Source: an optimization exercise on an open RTL-to-GDS flow (aim: small area, a short achievable clock period and few clock cycles). Production flows keep margins and buffers that such runs may drop. Only simulation tests tie the RTL to the original design; equivalence was not proved. Power and IR drop assume default switching activity.

// sliding_window_event_assigner_core
module sliding_window_event_assigner_core (
	input  logic                              clk,
	input  logic                              arst_n,
	input  logic                              evt_valid,
	output logic                              evt_ready,
	input  logic [swea_pkg::TIME_W-1:0]       evt_stamp,
	input  logic [swea_pkg::REF_W-1:0]        evt_ref,
	input  logic [swea_pkg::TAG_W-1:0]        evt_tag,
	input  logic                              evt_eom,
	output logic                              res_valid,
	input  logic                              res_ready,
	output logic                              res_kind,
	output logic [swea_pkg::TIME_W-1:0]       res_window_id,
	output logic [swea_pkg::RANK_W-1:0]       res_rank,
	output logic [swea_pkg::REF_W-1:0]        res_ref,
	output logic [swea_pkg::TAG_W-1:0]        res_tag,
	output logic [swea_pkg::TIME_W-1:0]       res_span_low,
	output logic [swea_pkg::TIME_W-1:0]       res_span_high,
	output logic                              res_last,
	input  logic                              psel,
	input  logic                              penable,
	input  logic                              pwrite,
	input  logic [swea_pkg::ADDR_W-1:0]       paddr,
	input  logic [swea_pkg::DATA_W-1:0]       pwdata,
	output logic [swea_pkg::DATA_W-1:0]       prdata,
	output logic                              pready
);
	localparam int TW = swea_pkg::TIME_W;
	localparam logic [2:0] S_IDLE  = 3'd0;  
	localparam logic [2:0] S_STEP  = 3'd1;  
	localparam logic [2:0] S_FIN   = 3'd2;  
	localparam logic [2:0] S_DONE  = 3'd3;  
	localparam logic [2:0] S_CBEG  = 3'd4;  
	localparam logic [2:0] S_CLOAD = 3'd5;  
	localparam logic [2:0] S_CCNT  = 3'd6;  
	localparam logic [2:0] S_CMOD  = 3'd7;  
	logic [TW-1:0] slide_q;
	logic [TW-1:0] range_q;
	logic [swea_pkg::RANK_CNT_W-1:0] rank_cnt_q;
	logic [32:0] d3_q;    
	logic d0_q;           
	logic d1_q;           
	logic [2:0] skip_q;   
	logic rzero_q;        
	logic r1_q;           
	logic [8:0] r_q;      
	logic czero_q;        
  ...
export LEC_CHECK = 0
export CAP_MARGIN = 20
export CORE_MARGIN = 2
export CORE_UTILIZATION = 40
export SLEW_MARGIN = 20
create_clock -name core_clock -period 10.0 [get_ports {clk}]
standard.sh (not shown) runs the stock make flow with config.mk's settings and CLKGATE_MAP_FILE= SYNTH_SCRIPT=/design/flow/synth_recipe.tcl, a recipe that flattens the netlist after the stock synthesis.
==> flow/flow/run.sh <==
#!/bin/bash
set -euo pipefail
cd "$(dirname "$0")/.."
bash standard.sh SETUP_SLACK_MARGIN=6.65 "BUFFER_PORTS_ARGS=-buffer_cell sky130_fd_sc_hd__buf_1" finish > flow_standard.log 2>&1
The starting point ran to the end with no violations.
Testbench counts at the start, summed over its fixed seeds: cycles 41,102.
==> next run, changes <==
==> flow/flow/run.sh (replaced) <==
#!/bin/bash
set -euo pipefail
cd "$(dirname "$0")/.."
bash standard.sh SETUP_SLACK_MARGIN=6.8 "BUFFER_PORTS_ARGS=-buffer_cell sky130_fd_sc_hd__buf_1" finish > flow_standard.log 2>&1
The changed run completed without violations.
Cell area went up by 2.7%.
Critical path depth falls by 13.
Area after synthesis stays the same.
Hold slack hardly moves.
==> next run, changes <==
- TNS_END_PERCENT: not set -> 10
What happened:
- The new run completed with no timing, DRC or antenna violations
- global-route usage decreases by 0.39 points
- total power decreases by 2.7%
- die area stays the same
- cell area decreases by 2.4%
==> next run, changes <==
==> flow/flow/run.sh (replaced) <==
#!/bin/bash
set -euo pipefail
cd "$(dirname "$0")/.."
bash standard.sh SETUP_SLACK_MARGIN=6.95 "BUFFER_PORTS_ARGS=-buffer_cell sky130_fd_sc_hd__buf_1" finish > flow_standard.log 2>&1
- TNS_END_PERCENT: 10 -> not set
Result: Clock-buffer cell count went down by 2. Total power went up by about 6.6%. Via count went up by about 3.2%. Final cell count went up by 2.8%. Maximum frequency went up by about 5%.

---

sliding_window_event_assigner_core again, from the RTL that the note above started with.
export LEC_CHECK = 0
export CAP_MARGIN = 20
export CORE_MARGIN = 2
export CORE_UTILIZATION = 40
export SLEW_MARGIN = 20
export TNS_END_PERCENT = 30
create_clock -name core_clock -period 10.0 [get_ports {clk}]
==> flow/flow/run.sh <==
#!/bin/bash
set -euo pipefail
cd "$(dirname "$0")/.."
bash standard.sh SETUP_SLACK_MARGIN=6.8 "BUFFER_PORTS_ARGS=-buffer_cell sky130_fd_sc_hd__buf_1" finish > flow_standard.log 2>&1
The first run completed with no timing, DRC or antenna violations.
Testbench counts at the start, summed over its fixed seeds: cycles 41,102.
Edit:
==> flow/flow/run.sh (replaced) <==
#!/bin/bash
set -euo pipefail
cd "$(dirname "$0")/.."
bash standard.sh SETUP_SLACK_MARGIN=7.1 "BUFFER_PORTS_ARGS=-buffer_cell sky130_fd_sc_hd__buf_1" finish > flow_standard.log 2>&1
Settings changed: TNS_END_PERCENT 30 to not set.
Effect:
- utilization went up by 6.1 points
- worst hold slack gains 0.035 ns
- final area went up by roughly a tenth
- routed wire length went up by roughly a tenth
- sequential share of layout area went down by 3.6 points
- count of clock-buffer cells in the layout went down by 4
- die area stays the same

-- separate check: timing with driven ports --
No port has a modelled driver above. Below, the same layouts with a new extraction and two added sets of constraints. Step 1 (the two cells are an assumption about what drives the block):
set clk [get_ports {clk}]
set_driving_cell -lib_cell sky130_fd_sc_hd__clkbuf_16 $clk
set_driving_cell -lib_cell sky130_fd_sc_hd__buf_2 [delete_from_list [all_inputs] $clk]
Step 2 moves the port delays by t, midway between the first and last clock arrival at a register: inputs arrive t later, outputs are due t later. That takes back most of the time a late clock gives input paths. a / b / c = ideal ports / drivers / drivers and shift; a / b = the first two.
| run | t, ns | slack for setup (ns) | slew at the worst register clock pin (ns) |
|---|---|---|---|
| the first run of note 1 | 0.702 | 6.628 / 6.618 / 6.116 | 0.07 / 0.07 |
| the second run of note 1 | 0.703 | 6.742 / 6.673 / 6.159 | 0.07 / 0.07 |
| the third run of note 1 | 0.699 | 6.563 / 6.546 / 6.092 | 0.07 / 0.07 |
| the fourth run of note 1 | 0.685 | 6.731 / 6.665 / 6.257 | 0.06 / 0.06 |
| the first run of note 2 | 0.701 | 6.629 / 6.560 / 6.092 | 0.07 / 0.07 |
| the second run of note 2 | 0.701 | 6.723 / 6.657 / 6.277 | 0.06 / 0.06 |
After both steps every run listed still meets setup and hold. For the second run of note 1, which loses most, drivers alone change the setup slack by -0.069 ns; drivers and shift together by -0.583 ns.
